Source: an optimization exercise on an open RTL-to-GDS flow (aim: small area). Production flows keep margins and buffers that such runs may drop.
Function was checked by simulation only, so behaviour that the tests miss may differ from the original. The clock port is modelled as an ideal driver; clocking choices that lean on that would not hold on a real chip.

==> v19 <==
## opll_top
module opll_top
#(
	parameter int NUM_CHANNELS = 9
)
(
	input  logic                                MCLK,
	input  logic                                rst_n,
	input  logic                                cs_n,
	input  logic                                we_n,
	input  logic                                a0,
	input  logic [opll_bus_pkg::BUS_W-1:0]      data_in,
	output logic [opll_voice_pkg::SLOT_W-1:0]   slot_out,
	output logic [opll_voice_pkg::PG_OUT_W-1:0] phase_out,
	output logic                                out_valid
);
==> module opll_top, before the edit <==
module opll_top
#(
	parameter int NUM_CHANNELS = 9
)
(
	input  logic                                MCLK,
	input  logic                                rst_n,
	input  logic                                cs_n,
	input  logic                                we_n,
	input  logic                                a0,
	input  logic [opll_bus_pkg::BUS_W-1:0]      data_in,
	output logic [opll_voice_pkg::SLOT_W-1:0]   slot_out,
	output logic [opll_voice_pkg::PG_OUT_W-1:0] phase_out,
	output logic                                out_valid
);
	localparam int NS = 2 * NUM_CHANNELS;
	localparam int PW = opll_voice_pkg::PHASE_W;
	logic       wr_en, data_wr, addr_wr;
	logic [1:0] ag;         
	logic [3:0] ac;         
	logic [1:0] ag_nxt;
	logic [3:0] ac_nxt;
	assign wr_en   = ~cs_n & ~we_n;
	assign data_wr = wr_en & a0;
	assign addr_wr = wr_en & ~a0;
	always_comb
	begin
		ag_nxt = data_in[5:4];
		if (data_in[7:4] == 4'h0)
			ac_nxt = (data_in[3:1] == 3'd0) ? data_in[3:0] : 4'hf;
		else if (data_in[7:6] == 2'b00)
			ac_nxt = (int'(data_in[3:0]) < NUM_CHANNELS) ? data_in[3:0] : 4'hf;
		else
			ac_nxt = 4'hf;
	end
	always_ff @(posedge MCLK or negedge rst_n)
	begin
		if (!rst_n)
		begin
			ag <= 2'd0;
			ac <= 4'd0;
		end
		else if (addr_wr)
		begin
			ag <= ag_nxt;
			ac <= ac_nxt;
		end
	end
	logic [4:0] sc;
	logic       v0;
	logic       fp;         
	always_ff @(posedge MCLK or negedge rst_n)
	begin
		if (!rst_n)
		begin
			sc        <= 5'd16;
			v0        <= 1'b0;
			out_valid <= 1'b0;
			fp        <= 1'b1;
		end
		else
		begin
			sc        <= (sc == 5'(NS - 1)) ? 5'd0 : sc + 5'd1;
			v0        <= 1'b1;
			out_valid <= v0;
			if (v0 && sc == 5'(NS - 2))
				fp <= 1'b0;
		end
	end
	assign slot_out = sc;
	logic       w1;
	logic [7:0] d1;
	logic [1:0] g2;
	logic [3:0] q2;
	logic [7:0] d2;
	logic [3:0] pos;
	always_comb
	begin
		int t;
		t   = (2 * int'(ac) + 2 * NS - 2 - int'(sc)) % NUM_CHANNELS;
		pos = 4'(t + 1);
	end
	always_ff @(posedge MCLK or negedge rst_n)
	begin
		if (!rst_n)
		begin
			w1 <= 1'b0;
			q2 <= 4'd0;
		end
		else
		begin
			w1 <= data_wr;
			if (!w1 || ac == 4'hf)
				q2 <= 4'd0;
			else if (ag == 2'd0)
				q2 <= ac + 4'd1;
			else
				q2 <= pos;
		end
	end
	always_ff @(posedge MCLK)
	begin
		d1 <= data_in;
		g2 <= ag;
		d2 <= d1;
	end
	logic [16:0] cr [NUM_CHANNELS];
	logic [3:0]  cust_mod, cust_car;
	always_ff @(posedge MCLK or negedge rst_n)
	begin
		if (!rst_n)
		begin
			for (int p = 0; p < NUM_CHANNELS; p++)
				cr[p] <= '0;
			cust_mod <= 4'd0;
			cust_car <= 4'd0;
		end
		else
		begin
			for (int p = 0; p < NUM_CHANNELS; p++)
			begin
				logic [16:0] e;
				e = cr[(p + 1) % NUM_CHANNELS];
				if (q2 == 4'(p + 1))
				begin
					if (g2 == 2'd1)
						e[7:0] = d2;
					if (g2 == 2'd2)
						e[12:8] = d2[4:0];
					if (g2 == 2'd3)
						e[16:13] = d2[7:4];
				end
				cr[p] <= e;
			end
			if (g2 == 2'd0 && q2 == 4'd1)
				cust_mod <= d2[3:0];
			if (g2 == 2'd0 && q2 == 4'd2)
				cust_car <= d2[3:0];
		end
	end
	logic        is_car;
	logic [16:0] ce;
	logic [8:0]  fnum;
	logic [2:0]  blk;
	logic        key;
	logic [3:0]  inst;
	logic [7:0]  rom_entry;
	logic [3:0]  mcode;
	logic [4:0]  x2;
	logic [13:0] prod;
	logic [20:0] prod_sh;
	logic [PW-1:0] inc;
	logic [PW-1:0] head;
	logic        key_prev;
	logic [PW-1:0] phase_nxt;
	logic [PW-1:0] pr [NS];
	logic          kr [NS];
	assign is_car = ~sc[0];
	assign ce     = is_car ? cr[0] : cr[1];
	assign fnum   = {ce[8], ce[7:0]};
	assign blk    = ce[11:9];
	assign key    = ce[12];
	assign inst   = ce[16:13];
	always_comb
	begin
		rom_entry = opll_voice_pkg::inst_mult_rom(inst);
		if (inst == 4'd0)
			mcode = is_car ? cust_car : cust_mod;
		else
			mcode = is_car ? rom_entry[3:0] : rom_entry[7:4];
		x2        = opll_voice_pkg::mult_x2_table(mcode);
		prod      = 14'(fnum) * 14'(x2);
		prod_sh   = 21'(prod) << blk;
		inc       = prod_sh[PW:1];
		head      = fp ? '0 : pr[0];
		key_prev  = fp ? 1'b0 : kr[0];
		phase_nxt = (key & ~key_prev) ? '0 : head + inc;
	end
	always_ff @(posedge MCLK)
	begin
		for (int i = 0; i < NS - 1; i++)
		begin
			pr[i] <= pr[i + 1];
			kr[i] <= kr[i + 1];
		end
		pr[NS - 1] <= phase_nxt;
		kr[NS - 1] <= key;
	end
	assign phase_out = pr[NS - 1][PW-1:PW-opll_voice_pkg::PG_OUT_W];
endmodule
export LEC_CHECK = 0
export CAP_MARGIN = 20
export CORE_MARGIN = 2
export CORE_UTILIZATION = 40
export SLEW_MARGIN = 20
create_clock -name core_clock -period 10.0 [get_ports {MCLK}]
run.sh (not shown) runs the stock make flow with config.mk's settings and CLKGATE_MAP_FILE= SYNTH_SCRIPT=/design/flow/synth_recipe.tcl, a recipe that flattens the netlist after the stock synthesis.
==> v2 (differences from v19) <==
--- a/flow/design.v
+++ b/flow/design.v
@@ -162,4 +162,5 @@
 			w1 <= 1'b0;
 			q2 <= 4'd0;
+			d2 <= 8'd0;
 		end
 		else
@@ -172,4 +173,5 @@
 			else
 				q2 <= pos;
+			d2 <= d1;
 		end
 	end
@@ -178,39 +180,25 @@
 		d1 <= data_in;
 		g2 <= ag;
-		d2 <= d1;
 	end
 	logic [16:0] cr [NUM_CHANNELS];
 	logic [3:0]  cust_mod, cust_car;
-	always_ff @(posedge MCLK or negedge rst_n)
-	begin
-		if (!rst_n)
-		begin
-			for (int p = 0; p < NUM_CHANNELS; p++)
-				cr[p] <= '0;
-			cust_mod <= 4'd0;
-			cust_car <= 4'd0;
-		end
-		else
-		begin
-			for (int p = 0; p < NUM_CHANNELS; p++)
-			begin
-				logic [16:0] e;
-				e = cr[(p + 1) % NUM_CHANNELS];
-				if (q2 == 4'(p + 1))
-				begin
-					if (g2 == 2'd1)
-						e[7:0] = d2;
-					if (g2 == 2'd2)
-						e[12:8] = d2[4:0];
-					if (g2 == 2'd3)
-						e[16:13] = d2[7:4];
-				end
-				cr[p] <= e;
-			end
-			if (g2 == 2'd0 && q2 == 4'd1)
-				cust_mod <= d2[3:0];
-			if (g2 == 2'd0 && q2 == 4'd2)
-				cust_car <= d2[3:0];
-		end
+	always_ff @(posedge MCLK)
+	begin
+		for (int p = 0; p < NUM_CHANNELS; p++)
+		begin
+			logic [16:0] e;
+			e = cr[(p + 1) % NUM_CHANNELS];
+			if ((q2 == 4'(p + 1) && g2 == 2'd1) || !v0)
+				e[7:0] = d2;
+			if ((q2 == 4'(p + 1) && g2 == 2'd2) || !v0)
+				e[12:8] = d2[4:0];
+			if ((q2 == 4'(p + 1) && g2 == 2'd3) || !v0)
+				e[16:13] = d2[7:4];
+			cr[p] <= e;
+		end
+		if ((g2 == 2'd0 && q2 == 4'd1) || !v0)
+			cust_mod <= d2[3:0];
+		if ((g2 == 2'd0 && q2 == 4'd2) || !v0)
+			cust_car <= d2[3:0];
 	end
 	logic        is_car;
==> flow/flow/run.sh (new file) <==
#!/bin/bash
# Own layout flow: the standard flow, with the clock tree built without
# dummy loads and with larger sink clusters.
set -euo pipefail
export CTS_ARGS="-sink_clustering_enable -repair_clock_nets -dont_use_dummy_load -buf_list sky130_fd_sc_hd__clkbuf_16 -sink_clustering_size 30 -sink_clustering_max_diameter 100"
bash standard.sh > standard.log 2>&1
==> flow/standard.sh (new file) <==
#!/bin/bash
# synth_recipe.tcl (not shown) runs the flow's synth.tcl, then flattens the netlist and writes it again
# the make line also repeats each setting of config.mk as NAME=value (left out here)
make -C /OpenROAD-flow-scripts/flow DESIGN_CONFIG=/design/flow/config.mk WORK_HOME=/design/flow/orfs CLKGATE_MAP_FILE= SYNTH_SCRIPT=/design/flow/synth_recipe.tcl "${@:-finish}"
removed: flow/run.sh
==> notes.md <==
Result of the run: v2 finished clean; v19 finished clean
Arrival time reported for the critical path endpoint: v2 8730 ps; v19 9010 ps
Worst clock skew: v2 27.41 ps; v19 20.19 ps
Finished Layout Cells: v2 2083; v19 2131
Area share of and/or/nand/nor cells after synthesis: v2 7.850%; v19 7.798%
Mux share of post-synthesis cell area: v2 12.59%; v19 12.56%
Largest net degree at the start of global routing: v2 32; v19 99
Global routing usage summed across all routing layers: v2 13.25%; v19 13.91%
Worst-case hold slack: v2 315.4 ps; v19 315.2 ps
Maximum fanout along the worst path: v2 24; v19 41
Depth of the most critical reg-to-reg path: v2 32; v19 37
Register area share after synthesis: v2 62.24%; v19 64.32%
Final Net Count: v2 1576; v19 1579
Endpoint, Worst Hold: v2 pr[3][14]$_DFF_P_; v19 d2[0]$_DFF_P_
Post-detailed-placement cell area: v2 19140 µm²; v19 19670 µm²
Max Clock Freq: v2 120.2 MHz; v19 117.5 MHz
Gate count after technology mapping: v2 1469; v19 1436

## re-timing with driven ports
The flow's constraints put no driver on any port. The routed layouts listed below were extracted and timed again, unchanged, in two steps.
Step 1: set_driving_cell puts a clkbuf_16 on MCLK and a buf_2 on each other input, an assumption about the parent block.
Step 2, shift: input delay + t, output delay - t, t = (earliest + latest rising clock arrival at the registers) / 2. This alone moves slack from input paths to output paths.
Slacks: ideal ports / drivers / drivers and shift; pairs: ideal ports / drivers.
run	t, ns	setup slack, ns	worst register clock-pin slew, ns
v19	0.646	1.488 / 1.488 / 1.488	0.07 / 0.07
v2	0.585	1.682 / 1.682 / 1.682	0.11 / 0.11
After both steps every run listed still meets setup and hold.
